Background: an optimization exercise with open tools, aiming at small area, a short achievable clock period and few clock cycles. Do not read the settings as production practice.
In this exercise RTL edits were held to simulation tests only and were not proved equivalent to the original.

## flow/design.v (module list and top-level ports; edited modules follow where they fit)
// module dts_sine_rom: 267 lines
// module dts_ctrl: 98 lines
// module dts_datapath: 1650 lines
// module decaying_tone_synth: 50 lines
module decaying_tone_synth (
  input  logic                                clk,
  input  logic                                rst,
  input  logic                                in_valid,
  output logic                                in_ready,
  input  logic                                start_req,
  output logic                                out_valid,
  input  logic                                out_ready,
  output logic signed [dts_pkg::SAMPLE_W-1:0] sample,
  output logic                                done_res,
  input  logic                                cfg_valid,
  output logic                                cfg_ready,
  input  logic [dts_pkg::CFG_IDX_W-1:0]       cfg_index,
  input  logic [dts_pkg::CFG_DATA_W-1:0]      cfg_data
);
  // ...
==> flow/run.sh <==
#!/bin/bash
# synth_recipe.tcl (not shown) runs the flow's synth.tcl, then flattens the netlist and writes it again
# the make line also repeats each setting of config.mk as NAME=value (left out here)
make -C /OpenROAD-flow-scripts/flow DESIGN_CONFIG=/design/flow/config.mk WORK_HOME=/design/flow/orfs CLKGATE_MAP_FILE= SYNTH_SCRIPT=/design/flow/synth_recipe.tcl finish
==> flow/config.mk <==
export PLATFORM = sky130hd
export DESIGN_NAME = decaying_tone_synth
export DESIGN_NICKNAME = decaying_tone_synth
export VERILOG_FILES = /design/flow/design.v
export SDC_FILE = /design/flow/constraint.sdc
export NUM_CORES = 4
export LEC_CHECK = 0
export CAP_MARGIN = 20
export CORE_MARGIN = 2
export CORE_UTILIZATION = 25
export PLACE_DENSITY = 0.45
export SLEW_MARGIN = 20
export SYNTH_MEMORY_MAX_BITS = 16384
==> flow/constraint.sdc <==
create_clock -name core_clock -period 10.0 [get_ports {clk}]
set_input_delay 2.0000 -clock core_clock [delete_from_list [all_inputs] [get_ports {clk}]]
set_output_delay 2.0000 -clock core_clock [all_outputs]
set_load 0.01 [all_outputs]
==> metrics.csv, run 1 <==
metric,value,unit
status,no timing/DRC/antenna violations,
reg_top3,"u_ctrl.mem: 96 flops, u_datapath.s4_p0: 46 flops, u_datapath.s4_p1: 45 flops",
grt_max_degree,101,
antenna_found_initial,3,
cts_buffers,71,
die_h,436,um
cts_sinks,597,
path_depth,11,
min-delay-start,u_datapath.s0_env[1]$_SDFF_PP1_,
crit_buf_inv,2,
nMultiInputCombCells,3751,
grt_pass1_vias,38300,
path_class,reg2reg,
yosysTopAreaCellShare,0.208,
route.detailed.drc,0,
multiInputGateArea,30000,um^2
insertion_delay,700,ps
ios,60,
cts_resized,0,
diodes,0,
seq_share,0.254,
r2r_slack,5520,ps
grt_use_met2,0.253,
cts_tree,yes,
fmax,223,MHz
slew_viol_final,0,
synthArstFlopShare,0,
hold_path_depth,0,
buffers,111,
grt_use_met3,0.0241,
Testbench counts, summed over its fixed seeds: cycles 12,768.
==> module dts_ctrl, before the edit <==
module dts_ctrl (
  input  logic                         clk,
  input  logic                         rst,
  input  logic                         in_valid,
  output logic                         in_ready,
  output logic                         out_valid,
  input  logic                         out_ready,
  input  logic                         cfg_valid,
  output logic                         cfg_ready,
  output logic                         accept,
  output logic                         cfg_we,
  input  logic                         res_valid,
  input  logic                         res_done,
  input  logic [dts_pkg::Y_W-1:0]      res_y,
  output logic [dts_pkg::SAMPLE_W-1:0] sample,
  output logic                         done_res
);
  localparam int CREDITS = dts_pkg::CREDITS;
  localparam int QDEPTH  = CREDITS - 1;
  localparam int CNT_W   = $clog2(CREDITS + 1);
  localparam int QCNT_W  = $clog2(QDEPTH + 1);
  localparam int ENTRY_W = dts_pkg::Y_W + 1;
  logic               pop;
  logic [CNT_W-1:0]   inflight;
  logic [CNT_W-1:0]   inflight_next;
  assign pop       = out_valid && out_ready;
  assign accept    = in_valid && in_ready;
  assign cfg_we    = cfg_valid;
  assign cfg_ready = 1'b1;
  always_comb begin
    inflight_next = inflight;
    if (accept && !pop) begin
      inflight_next = inflight + CNT_W'(1);
    end else if (pop && !accept) begin
      inflight_next = inflight - CNT_W'(1);
    end
  end
  always_ff @(posedge clk) begin
    if (rst) begin
      inflight <= '0;
      in_ready <= 1'b1;
    end else begin
      inflight <= inflight_next;
      in_ready <= inflight_next < CNT_W'(CREDITS);
    end
  end
  logic [ENTRY_W-1:0] mem [QDEPTH];
  logic [QDEPTH-1:0]  wr_ptr;
  logic [QDEPTH-1:0]  rd_ptr;
  logic [QCNT_W-1:0]  qcount;
  logic               head_free;
  logic [ENTRY_W-1:0] mem_rd;
  logic [ENTRY_W-1:0] head_next;
  assign head_free = !out_valid || out_ready;
  always_comb begin
    mem_rd = '0;
    for (int i = 0; i < QDEPTH; i++) begin
      if (rd_ptr[i]) mem_rd = mem_rd | mem[i];
    end
    head_next = (qcount != '0) ? mem_rd : {res_done, res_y};
  end
  always_ff @(posedge clk) begin
    for (int i = 0; i < QDEPTH; i++) begin
      if (res_valid && wr_ptr[i]) mem[i] <= {res_done, res_y};
    end
  end
  always_ff @(posedge clk) begin
    if (rst) begin
      wr_ptr    <= QDEPTH'(1);
      rd_ptr    <= QDEPTH'(1);
      qcount    <= '0;
      out_valid <= 1'b0;
    end else begin
      if (res_valid) begin
        wr_ptr <= {wr_ptr[QDEPTH-2:0], wr_ptr[QDEPTH-1]};
      end
      if (head_free) begin
        if (qcount != '0 || res_valid) begin
          rd_ptr    <= {rd_ptr[QDEPTH-2:0], rd_ptr[QDEPTH-1]};
          out_valid <= 1'b1;
        end else begin
          out_valid <= 1'b0;
        end
        if (qcount != '0 && !res_valid) begin
          qcount <= qcount - QCNT_W'(1);
        end
      end else if (res_valid) begin
        qcount <= qcount + QCNT_W'(1);
      end
    end
  end
  always_ff @(posedge clk) begin
    if (head_free) begin
      done_res <= head_next[ENTRY_W-1];
      sample   <= {head_next[ENTRY_W-2], head_next[ENTRY_W-2:0]};
    end
  end
endmodule
==> run 2, diff against run 1 <==
--- a/flow/design.v
+++ b/flow/design.v
@@ -308,75 +308,82 @@
   output logic                         done_res
 );
   localparam int CREDITS = dts_pkg::CREDITS;
   localparam int QDEPTH  = CREDITS - 1;
   localparam int CNT_W   = $clog2(CREDITS + 1);
   localparam int QCNT_W  = $clog2(QDEPTH + 1);
   localparam int ENTRY_W = dts_pkg::Y_W + 1;
   logic               pop;
+  logic               full;
+  logic               head_empty;
   logic [CNT_W-1:0]   inflight;
   logic [CNT_W-1:0]   inflight_next;
-  assign pop       = out_valid && out_ready;
-  assign accept    = in_valid && in_ready;
+  assign pop       = !head_empty && out_ready;
+  assign accept    = in_valid && !full;
   assign cfg_we    = cfg_valid;
   assign cfg_ready = 1'b1;
   always_comb begin
     inflight_next = inflight;
     if (accept && !pop) begin
       inflight_next = inflight + CNT_W'(1);
     end else if (pop && !accept) begin
       inflight_next = inflight - CNT_W'(1);
     end
   end
   always_ff @(posedge clk) begin
     if (rst) begin
       inflight <= '0;
       in_ready <= 1'b1;
+      full     <= 1'b0;
     end else begin
       inflight <= inflight_next;
       in_ready <= inflight_next < CNT_W'(CREDITS);
+      full     <= inflight_next == CNT_W'(CREDITS);
     end
   end
   logic [ENTRY_W-1:0] mem [QDEPTH];
   logic [QDEPTH-1:0]  wr_ptr;
   logic [QDEPTH-1:0]  rd_ptr;
   logic [QCNT_W-1:0]  qcount;
   logic               head_free;
   logic [ENTRY_W-1:0] mem_rd;
   logic [ENTRY_W-1:0] head_next;
-  assign head_free = !out_valid || out_ready;
+  assign head_free = head_empty || out_ready;
   always_comb begin
     mem_rd = '0;
     for (int i = 0; i < QDEPTH; i++) begin
       if (rd_ptr[i]) mem_rd = mem_rd | mem[i];
     end
     head_next = (qcount != '0) ? mem_rd : {res_done, res_y};
   end
   always_ff @(posedge clk) begin
     for (int i = 0; i < QDEPTH; i++) begin
       if (res_valid && wr_ptr[i]) mem[i] <= {res_done, res_y};
     end
   end
   always_ff @(posedge clk) begin
     if (rst) begin
       wr_ptr    <= QDEPTH'(1);
       rd_ptr    <= QDEPTH'(1);
-      qcount    <= '0;
-      out_valid <= 1'b0;
+      qcount     <= '0;
+      out_valid  <= 1'b0;
+      head_empty <= 1'b1;
     end else begin
       if (res_valid) begin
         wr_ptr <= {wr_ptr[QDEPTH-2:0], wr_ptr[QDEPTH-1]};
       end
       if (head_free) begin
         if (qcount != '0 || res_valid) begin
-          rd_ptr    <= {rd_ptr[QDEPTH-2:0], rd_ptr[QDEPTH-1]};
-          out_valid <= 1'b1;
+          rd_ptr     <= {rd_ptr[QDEPTH-2:0], rd_ptr[QDEPTH-1]};
+          out_valid  <= 1'b1;
+          head_empty <= 1'b0;
         end else begin
-          out_valid <= 1'b0;
+          out_valid  <= 1'b0;
+          head_empty <= 1'b1;
         end
         if (qcount != '0 && !res_valid) begin
           qcount <= qcount - QCNT_W'(1);
         end
       end else if (res_valid) begin
         qcount <= qcount + QCNT_W'(1);
       end
     end
@@ -396,118 +403,107 @@
   input  logic                                start_req,
   input  logic                                cfg_we,
   input  logic [dts_pkg::CFG_IDX_W-1:0]       cfg_index,
   input  logic [dts_pkg::CFG_DATA_W-1:0]      cfg_data,
   output logic                                res_valid,
   output logic                                res_done,
   output logic [dts_pkg::Y_W-1:0]             res_y
 );
-  logic [dts_pkg::FREQ_W-1:0]    frequency_hz;
+  logic                          half_en;
   logic [dts_pkg::PSTEP_W-1:0]   phase_step;
   logic [dts_pkg::COUNT_W-1:0]   sample_count;
   logic [dts_pkg::ESTEP_W-1:0]   envelope_step;
   logic [dts_pkg::COUNT_W-1:0]   sample_index;
   logic [dts_pkg::PHASE_W-1:0]   phase_acc;
-  logic [dts_pkg::ENV_W-1:0]     envelope_level;
   always_ff @(posedge clk) begin
     if (rst) begin
-      frequency_hz  <= dts_pkg::FREQ_RST;
+      half_en       <= dts_pkg::FREQ_RST > dts_pkg::HALF_ENABLE_HZ;
       phase_step    <= dts_pkg::PSTEP_RST;
       sample_count  <= dts_pkg::COUNT_RST;
       envelope_step <= dts_pkg::ESTEP_RST;
     end else if (cfg_we) begin
       case (cfg_index)
-        2'd0: frequency_hz  <= cfg_data[dts_pkg::FREQ_W-1:0];
+        2'd0: half_en       <= cfg_data[dts_pkg::FREQ_W-1:0] > dts_pkg::HALF_ENABLE_HZ;
         2'd1: phase_step    <= cfg_data[dts_pkg::PSTEP_W-1:0];
         2'd2: sample_count  <= cfg_data[dts_pkg::COUNT_W-1:0];
         default: envelope_step <= cfg_data[dts_pkg::ESTEP_W-1:0];
       endcase
     end
   end
   logic                          over_run;
   logic                          count_zero;
-  logic [dts_pkg::ENV_W:0]       env_diff;
-  logic [dts_pkg::ENV_W-1:0]     env_dec;
   logic                          over;
   assign over_run   = sample_index >= sample_count;
   assign count_zero = sample_count == '0;
-  assign env_diff   = {1'b0, envelope_level} - {1'b0, envelope_step};
-  assign env_dec    = env_diff[dts_pkg::ENV_W] ? '0 : env_diff[dts_pkg::ENV_W-1:0];
   assign over       = start_req ? count_zero : over_run;
   always_ff @(posedge clk) begin
     if (rst) begin
       sample_index   <= dts_pkg::COUNT_RST;
       phase_acc      <= '0;
-      envelope_level <= '0;
     end else if (accept) begin
       if (start_req) begin
         if (count_zero) begin
           sample_index   <= '0;
           phase_acc      <= '0;
-          envelope_level <= dts_pkg::ENV_FULL;
         end else begin
           sample_index   <= dts_pkg::COUNT_W'(1);
           phase_acc      <= {1'b0, phase_step};
-          envelope_level <= ~envelope_step;
         end
       end else if (!over_run) begin
         sample_index   <= sample_index + dts_pkg::COUNT_W'(1);
         phase_acc      <= phase_acc + {1'b0, phase_step};
-        envelope_level <= env_dec;
       end
     end
   end
   logic [8:0]                j_main, j_half;
   logic                      s0_valid, s0_over;
   logic [8:0]                s0_jm, s0_jh;
   logic                      s0_ms, s0_hs;
-  logic [dts_pkg::ENV_W-1:0] s0_env;
+  logic                      s0_start;
   assign j_main = phase_acc[30] ? (9'd256 - {1'b0, phase_acc[29:22]}) : {1'b0, phase_acc[29:22]};
   assign j_half = phase_acc[31] ? (9'd256 - {1'b0, phase_acc[30:23]}) : {1'b0, phase_acc[30:23]};
   always_ff @(posedge clk) begin
     if (rst) begin
       s0_valid <= 1'b0;
     end else begin
       s0_valid <= accept;
     end
     s0_over <= over;
     s0_jm   <= start_req ? '0 : j_main;
     s0_ms   <= phase_acc[31] && !start_req;
     s0_jh   <= start_req ? '0 : j_half;
     s0_hs   <= phase_acc[32] && !start_req;
-    s0_env  <= start_req ? dts_pkg::ENV_FULL : envelope_level;
+    s0_start <= start_req;
   end
   logic [14:0] rom_main_m, rom_half_m;
-  logic        half_en;
-  assign half_en = frequency_hz > dts_pkg::HALF_ENABLE_HZ;
   dts_sine_rom u_rom_main (
     .j (s0_jm),
     .m (rom_main_m)
   );
   dts_sine_rom u_rom_half (
     .j (s0_jh),
     .m (rom_half_m)
   );
   logic                      s1_valid, s1_over;
   logic [15:0]               s1_x, s1_y;
   logic                      s1_ms, s1_hs;
-  logic [dts_pkg::ENV_W-1:0] s1_env;
+  logic                      s1_start;
   always_ff @(posedge clk) begin
     if (rst) begin
       s1_valid <= 1'b0;
     end else begin
       s1_valid <= s0_valid;
     end
     s1_over <= s0_over;
     s1_x    <= {s0_ms, rom_main_m ^ {15{s0_ms}}};
     s1_ms   <= s0_ms;
     s1_y    <= {16{half_en}} & {s0_hs, rom_half_m ^ {15{s0_hs}}};
     s1_hs   <= s0_hs && half_en;
-    s1_env  <= s0_env;
+    s1_start <= s0_start;
   end
   wire mx_1 = s1_y[0];
   wire mx_2 = s1_hs;
   wire mx_3 = s1_y[1];
   wire mx_4 = s1_x[0];
   wire mx_5 = s1_ms;
   wire mx_6 = s1_y[2];
   wire mx_7 = s1_x[1];
@@ -1153,33 +1149,47 @@
   wire mx_647 = mx_594 ^ mx_595 ^ mx_545;
   wire mx_648 = (mx_594 & mx_595) | (mx_594 & mx_545) | (mx_595 & mx_545);
   wire mx_649 = mx_596 ^ mx_597 ^ 1'b1;
   wire mx_650 = (mx_596 & mx_597) | (mx_596 & 1'b1) | (mx_597 & 1'b1);
   wire mx_651 = mx_598 ^ mx_548 ^ mx_237;
   wire mx_652 = (mx_598 & mx_548) | (mx_598 & mx_237) | (mx_548 & mx_237);
   logic                      s2_valid, s2_over;
   logic [29:0]               s2_r0, s2_r1;
-  logic [dts_pkg::ENV_W-1:0] s2_env;
+  logic                      s2_start;
   always_ff @(posedge clk) begin
     if (rst) begin
       s2_valid <= 1'b0;
     end else begin
       s2_valid <= s1_valid;
     end
     s2_over <= s1_over;
     s2_r0   <= {1'b1, mx_652, mx_650, mx_648, mx_646, mx_644, mx_642, mx_640, mx_638, mx_636, mx_634, mx_632, mx_630, mx_628, mx_626, mx_624, mx_622, mx_620, mx_618, mx_616, mx_614, mx_612, mx_610, mx_608, mx_606, mx_604, mx_602, mx_600, mx_599, mx_1};
     s2_r1   <= {1'b0, mx_238, mx_651, mx_649, mx_647, mx_645, mx_643, mx_641, mx_639, mx_637, mx_635, mx_633, mx_631, mx_629, mx_627, mx_625, mx_623, mx_621, mx_619, mx_617, mx_615, mx_613, mx_611, mx_609, mx_607, mx_605, mx_603, mx_601, mx_5, mx_2};
-    s2_env  <= s1_env;
+    s2_start <= s1_start;
+  end
+  logic [dts_pkg::ENV_W-1:0] envelope_level;
+  logic [dts_pkg::ENV_W-1:0] env;
+  logic [dts_pkg::ENV_W:0]   env_diff;
+  logic [dts_pkg::ENV_W-1:0] env_dec;
+  assign env      = s2_start ? dts_pkg::ENV_FULL : envelope_level;
+  assign env_diff = {1'b0, env} - {1'b0, envelope_step};
+  assign env_dec  = env_diff[dts_pkg::ENV_W] ? '0 : env_diff[dts_pkg::ENV_W-1:0];
+  always_ff @(posedge clk) begin
+    if (rst) begin
+      envelope_level <= '0;
+    end else if (s2_valid) begin
+      envelope_level <= s2_over ? env : env_dec;
+    end
   end
   logic [29:0] mix;
   logic [18:0] eb;
   logic [8:0]  bneg, bone, btwo;
   assign mix = s2_r0 + s2_r1;
-  assign eb  = {2'b00, s2_env, 1'b0};
+  assign eb  = {2'b00, env, 1'b0};
   always_comb begin
     for (int i = 0; i < 9; i++) begin
       bneg[i] = eb[2*i+2];
       bone[i] = eb[2*i+1] ^ eb[2*i];
       btwo[i] = (eb[2*i+2] & ~eb[2*i+1] & ~eb[2*i]) | (~eb[2*i+2] & eb[2*i+1] & eb[2*i]);
     end
   end
   logic              s3_valid, s3_over;
==> flow/config.mk (replaced) <==
export PLATFORM = sky130hd
export DESIGN_NAME = decaying_tone_synth
export DESIGN_NICKNAME = decaying_tone_synth
export VERILOG_FILES = /design/flow/design.v
export SDC_FILE = /design/flow/constraint.sdc
export NUM_CORES = 4
export LEC_CHECK = 0
export CAP_MARGIN = 70
export CORE_MARGIN = 2
export CORE_UTILIZATION = 25
export PLACE_DENSITY = 0.45
export SLEW_MARGIN = 70
export SYNTH_MEMORY_MAX_BITS = 16384
==> run 2 against run 1 <==
Effect of this change:
- count of clock-buffer cells in the layout fell by 8
- final area rose by 0.18%
- setup slack improved by 460 ps
- synthesized cell count fell by 2.2%
- non-clock buffer count rose by 38
- final cell count fell by 2.4%
- utilization rose by 0.87 points
==> metrics.csv, run 2 <==
metric,value,unit,change
cpLargestDelayFamily,adder cells,,
synthFlopType,dfxtp_1,,
synthesis.nets,5832,,
synth_edf_count,112,,
syn2layout_area_growth,14.2,%,
path_common_cell,fa_1,,
layout_common_cells,"529 x inv_1, 440 x nand2_1, 365 x fa_1",,
top_register,u_ctrl.mem,,
die_w,430,um,
r2r-start,u_datapath.s1_x[9]$_DFF_P_,,
critPathLaunchType,register,,
maxCapViolations,0,,
startpoint,u_datapath.s1_x[9]$_DFF_P_,,
rows,156,,
insertion_delay,640,ps,-60 ps
initial_core_util,0.251,,
period_needed,4020,ps,
drive_above_1_share,0.0956,,
final_common_cell,inv_1,,
cts_tree,yes,,
slowest_delay,570,ps,
htree_levels,3,,
yosysSeqAreaShare,0.263,,
synth_warnings,4,,
r2r_slack,5980,ps,+460 ps
num_vias,37700,,
syn-cell-area,45300,um^2,
worstHoldPathType,reg2reg,,
syn_area_per_cell,8.71,um^2,
largest_reg_flops,96,,
endpoint_kind,register,,
setup_violations,0,,
synth_cell_types,94,,
drtAntennaViolNets,0,,
dieArea,185000,um^2,
root_buffer,clkbuf_16,,
reg_top3,"u_ctrl.mem: 96 flops, u_datapath.s4_p0: 46 flops, u_datapath.s4_p1: 45 flops",,
dr.pass1.iters,6,,
synth_most_common_cell,inv_1,,
vias_per_cell,5.07,,
ctsHoldBuffers,0,,
dp_hpwl,105000,um,
cts_buffer_depth,3,,
antenna_found_initial,0,,-3
grt_usage,0.156,,
path_depth,10,,-1
synth.ff_latch_count,540,,
crit_slowest_cell,fa_1,,
status,no timing/DRC/antenna violations,,
critPathCapture,u_datapath.s2_r1[12]$_DFF_P_,,
grt_pass1_wl,230000,um,
route.detailed.drc,0,,unchanged
grt_max_degree,72,,-29%
crit_buf_inv,4,,+2
fmax,249,MHz,+11%
die_h,430,um,-1.5%
drt_iter0_markers,3415,,
fin_skew,21.5,ps,
totalWireLength,148000,um,
hold_violations,0,,
cts.clk_slew.worst_paths,60,ps,
finish.utilization,0.287,,
post-cts-setup-buffers,0,,
ios,60,,unchanged
finalCritPeriodShare,0.402,,
reg2regPathDepth,10,,
slew_viol_final,0,,unchanged
synthTopCellsByCount,"534 x inv_1, 443 x nand2_1, 428 x dfxtp_1",,
cts_resized,0,,unchanged
netlist_top_cells_area,"dfxtp_1 19%, fa_1 16%, edfxtp_1 7.4%",,
layout.nets,5645,,
synthCells,5197,,
cp_max_fo,5,,
path_cells,"inv_1, fa_1, inv_1, fa_1, fa_1, inv_1, fa_1, fa_1, inv_1, fa_1",,
cts_sinks,540,,-9.5%
required,10490,ps,
synth_top_area_cell,dfxtp_1,,
gp_congestion,0.923,,
r2r-end,u_datapath.s2_r1[12]$_DFF_P_,,
port_buffers,58,,
path_class,reg2reg,,
yosysTopAreaCellShare,0.189,,-0.0186
arrival,4510,ps,
grt.overflow.total,0,,
grt_pass1_vias,38200,,-0.39%
rsz0062_at_grt,no,,
coreArea,180000,um^2,
synthArstFlopShare,0,,unchanged
cts_buffers,69,,-2.8%
wl_per_cell,19.9,um,
setup_tns,0,ps,
run 2: cell types whose count changed after synthesis, sizes merged, moves of 18 or more:
cell and change:
a21oi -38, a211oi -18, dfxtp -57, xnor2 +23, xor2 -29, nand3 -22
o211ai +18, nand2 -25, nor2 +40, o21ai +18
run 2: layout make-up:
cell class | count | area [um^2]
fill | 19200 | 129000
clock inverter | 35 | 495
clock buffer | 91 | 1960
multi-input combinational | 3710 | 30200
sequential | 540 | 12200
antenna | 1 | 2.50
timing repair buffer | 149 | 1910
tap | 2370 | 2970
inverter | 540 | 2030
run 2: how the worst min path moves through the flow:
stage	start	endpoint	slack [ps]	cells after the start
global route	u_datapath.s3_over$_DFF_P_	u_datapath.s4_over$_DFF_P_	320	0
detailed placement	u_datapath.s0_start$_DFF_P_	u_datapath.s1_start$_DFF_P_	310	0
global placement	u_datapath.s1_over$_DFF_P_	u_datapath.s2_over$_DFF_P_	310	0
floorplan	u_datapath.s0_over$_DFF_P_	u_datapath.s1_over$_DFF_P_	310	0
CTS	u_datapath.s3_over$_DFF_P_	u_datapath.s4_over$_DFF_P_	330	0
finish	u_datapath.s3_over$_DFF_P_	u_datapath.s4_over$_DFF_P_	320	0
run 2: cell families after synthesis:
| kind of cell | synth area share |
|---|---|
| AO/OA/AOI/OAI | 0.209 |
| multiplexers | 0.0175 |
| adder cells (fa/ha/maj) | 0.225 |
| flip-flops | 0.263 |
| buffers and inverters | 0.0811 |
| AND/OR/NAND/NOR | 0.131 |
| other | 0.0000828 |
| XOR/XNOR | 0.0727 |
run 2: routing by layer:
metal  routed length [um]  GRT usage
met5                    0          0
met4                 5490     0.0559
met3                 7590     0.0206
met2                68800      0.261
met1                65800      0.206
run 2: per-stage QoR:
stage / cell area, um^2 / cells / setup WS, ps / hold slack, ps
2_1_floorplan: 45300 / 5197 / 6140 / 310
3_3_place_gp: 47700 / 7277 / 4960 / 312
3_5_place_dp: 49000 / 7304 / 5780 / 312
4_1_cts: 51500 / 7430 / 5950 / 325
5_1_grt: 51700 / 7435 / 5820 / 323
6_report: 51700 / 7436 / 5980 / 322
Testbench counts of run 2, summed over its fixed seeds: cycles 12,768.
==> run 3, diff against run 2 <==
--- a/flow/config.mk
+++ b/flow/config.mk
@@ -5,9 +5,9 @@
 export SDC_FILE = /design/flow/constraint.sdc
 export NUM_CORES = 4
 export LEC_CHECK = 0
-export CAP_MARGIN = 70
+export CAP_MARGIN = 60
 export CORE_MARGIN = 2
 export CORE_UTILIZATION = 25
 export PLACE_DENSITY = 0.45
-export SLEW_MARGIN = 70
+export SLEW_MARGIN = 60
 export SYNTH_MEMORY_MAX_BITS = 16384
==> run 3 against run 2 <==
Effect of this change:
- non-clock buffer count decreased by 26
- global-route usage barely moved
- first-iteration DRC count is 4.1% higher
- worst hold slack improved by 2.6 ps
- count of clock-buffer cells in the layout increased by 2
- final cell count fell by 0.35%
- sequential cell count did not move
- critical endpoint unchanged
==> metrics.csv, run 3 <==
metric,value,unit,change
status,no timing/DRC/antenna violations,,
totalWireLength,147000,um,-0.58%
crit_buf_inv,4,,unchanged
route.detailed.drc,0,,unchanged
netlist_top_cells_area,"dfxtp_1 19%, fa_1 16%, edfxtp_1 7.4%",,
top_register,u_ctrl.mem,,
synthArstFlopShare,0,,unchanged
fin_skew,23.8,ps,+2.36 ps
synthesis.nets,5832,,unchanged
worstHoldPathType,reg2reg,,
drt_iter0_markers,3554,,+4.1%
wl_per_cell,19.8,um,-0.23%
reg_top3,"u_ctrl.mem: 96 flops, u_datapath.s4_p0: 46 flops, u_datapath.s4_p1: 45 flops",,
grt_pass1_vias,37900,,-0.86%
rsz0062_at_grt,no,,
instances_no_fill,7410,,-0.35%
synth.area.mux_share,0.0175,,unchanged
synth_top_family_by_area,adder cells,,
ctsHoldBuffers,0,,unchanged
layout.nets,5619,,-0.46%
grt_use_met3,0.0221,,+0.00153
fmax,250,MHz,+0.55%
cts_tree,yes,,
path_common_cell,fa_1,,
post-cts-setup-buffers,0,,unchanged
syn-cell-area,45300,um^2,unchanged
cts_resized,0,,unchanged
grt_pass1_wl,228000,um,-0.48%
grt.overflow.total,0,,unchanged
grt_max_degree,72,,unchanged
endpoint_kind,register,,
yosys.area_share.simple,0.131,,unchanged
synth_top_area_cell,dfxtp_1,,
grt_usage,0.156,,-0.000370
maxCapViolations,0,,unchanged
r2r-start,u_datapath.s1_x[9]$_DFF_P_,,
layout_common_cells,"531 x inv_1, 443 x nand2_1, 365 x fa_1",,
drtAntennaViolNets,0,,unchanged
slowest_delay,580,ps,about the same
startpoint,u_datapath.s1_x[9]$_DFF_P_,,
pre_cts_ws,5580,ps,-207 ps
grt_use_met2,0.258,,-0.00301
final_common_cell,inv_1,,
hold_ws,324,ps,+2.57 ps
synthTopCellsByCount,"534 x inv_1, 443 x nand2_1, 428 x dfxtp_1",,
largest_reg_flops,96,,unchanged
port_buffers,58,,unchanged
diodes,0,,-1
syn_area_per_cell,8.71,um^2,unchanged
dr.pass1.iters,6,,unchanged
path_class,reg2reg,,
die_w,430,um,unchanged
period_needed,4000,ps,-21.9 ps
busiest_layer,met2,,
slew_headroom,0.585,,
hold_violations,0,,unchanged
critPathLaunchType,register,,
finish.utilization,0.280,,-0.00626
synthXorXnorAreaFrac,0.0727,,unchanged
path_cells,"inv_1, fa_1, inv_1, fa_1, fa_1, inv_1, fa_1, fa_1, inv_1, fa_1",,
yosysSeqAreaShare,0.263,,unchanged
use_met1,0.207,,+0.00129
synth_compound_area_frac,0.209,,unchanged
cts_buffers,69,,unchanged
root_buffer,clkbuf_16,,
synthFlopType,dfxtp_1,,
coreArea,180000,um^2,unchanged
die_h,430,um,unchanged
cp_max_fo,5,,unchanged
post-place-cells,7281,,-0.31%
vias_per_cell,5.05,,-0.35%
syn2layout_area_growth,11.7,%,
arrival,4490,ps,-20 ps
synth_edf_count,112,,unchanged
rows,156,,unchanged
insertion_delay,640,ps,about the same
synthCells,5197,,unchanged
num_vias,37400,,-0.70%
synthAdderAreaFrac,0.225,,unchanged
gp_congestion,0.923,,unchanged
setup_tns,0,ps,unchanged
cpLargestDelayFamily,adder cells,,
cts.clk_slew.worst_paths,60,ps,about the same
synth_warnings,4,,unchanged
slew_viol_final,0,,unchanged
dieArea,185000,um^2,unchanged
initial_core_util,0.251,,unchanged
crit_slowest_cell,fa_1,,
cts_sinks,540,,unchanged
htree_levels,3,,unchanged
dp_hpwl,103000,um,-1.8%
ios,60,,unchanged
synth.ff_latch_count,540,,unchanged
fin_ws,6000,ps,+21.9 ps
yosysTopAreaCellShare,0.189,,unchanged
cts_buffer_depth,3,,unchanged
drive_above_1_share,0.0756,,-0.0200
required,10490,ps,about the same
antenna_found_initial,0,,unchanged
synth_cell_types,94,,unchanged
min-delay-start,u_datapath.s1_start$_DFF_P_,,
synth_most_common_cell,inv_1,,
finalCritPeriodShare,0.400,,-0.00219
setup_violations,0,,unchanged
tightest_slew,618,ps,
## run 3: cell count changes in the layout (fill, tap and decap cells not counted), sizes merged
cell,before,now
diode,1,0
clkinv,21,26
clkbuf,94,93
buf,89,67
clkdlybuf4s50,57,56
clkinvlp,4,3
inv,541,536
## run 3: layout make-up
type | count | area, um^2
clock buffers | 93 | 1980
clock inverters | 34 | 474
fillers | 19300 | 130000
inverters | 540 | 2030
multi-input cells | 3710 | 29800
flip-flops and latches | 540 | 12100
well taps | 2370 | 2970
repair buffers | 123 | 1230
## run 3: per-stage QoR
| step | cell area [um^2] |
|---|---|
| final | 50600 |
| after global routing | 50600 |
| after CTS | 50500 |
| after detailed placement | 48000 |
| after global placement | 47700 |
| after floorplan | 45300 |
## run 3: final timing paths
path	to	slack, ps	depth (start not counted)
max reg2reg	u_datapath.s2_r1[12]$_DFF_P_	6000	10
min	u_datapath.s2_start$_DFF_P_	320	0
min reg2reg	u_datapath.s2_start$_DFF_P_	320	0
max	u_datapath.s2_r1[12]$_DFF_P_	6000	10
## run 3: metal layers
layer  share of wire  vias to the layer above  wire length [um]
li1                -                    17600                 -
met4           0.033                        0              4900
met2            0.47                     1242             68700
met3           0.056                      286              8260
met5               0                        -                 0
met1            0.44                    18400             65000
## run 3: kinds of logic after synthesis
family                     after synthesis
AOI/OAI and AO/OA                     1413
DFF                                    540
xor gates and xnor gates               376
adders and majority gates              595
other                                    1
buffers and inverters                  947
muxes                                   55
and+or+nand+nor                       1270

==> separate check: timing with driven ports <==
How much do the figures lean on ideal ports? The routed layouts below were timed once more, with nothing changed but the port constraints. Step 1: set_driving_cell puts a clkbuf_16 on clk and a buf_2 on each other input, an assumption about the parent block. Step 2 also shifts input and output timing later by t, the mid clock arrival at the registers, as if the neighbouring blocks saw the same clock. Slacks: ideal / step 1 / step 2; pairs: ideal / step 1.
run	t, ns	slack for setup (ns)	hold WS [ns]	clock arrival spread, ns	cell pins on the clock port's net
run 1	0.744	5.519 / 5.519 / 5.518	0.321 / 0.321 / 0.321	0.068 / 0.068	1
run 2	0.697	5.979 / 5.979 / 5.779	0.322 / 0.322 / 0.322	0.023 / 0.022	1
run 3	0.691	6.001 / 6.001 / 5.567	0.324 / 0.324 / 0.324	0.028 / 0.027	1
After both steps setup and hold are still met in every run listed. The setup slack of run 3, which loses most, moves by 0.000 ns with the drivers and by -0.434 ns with both steps.
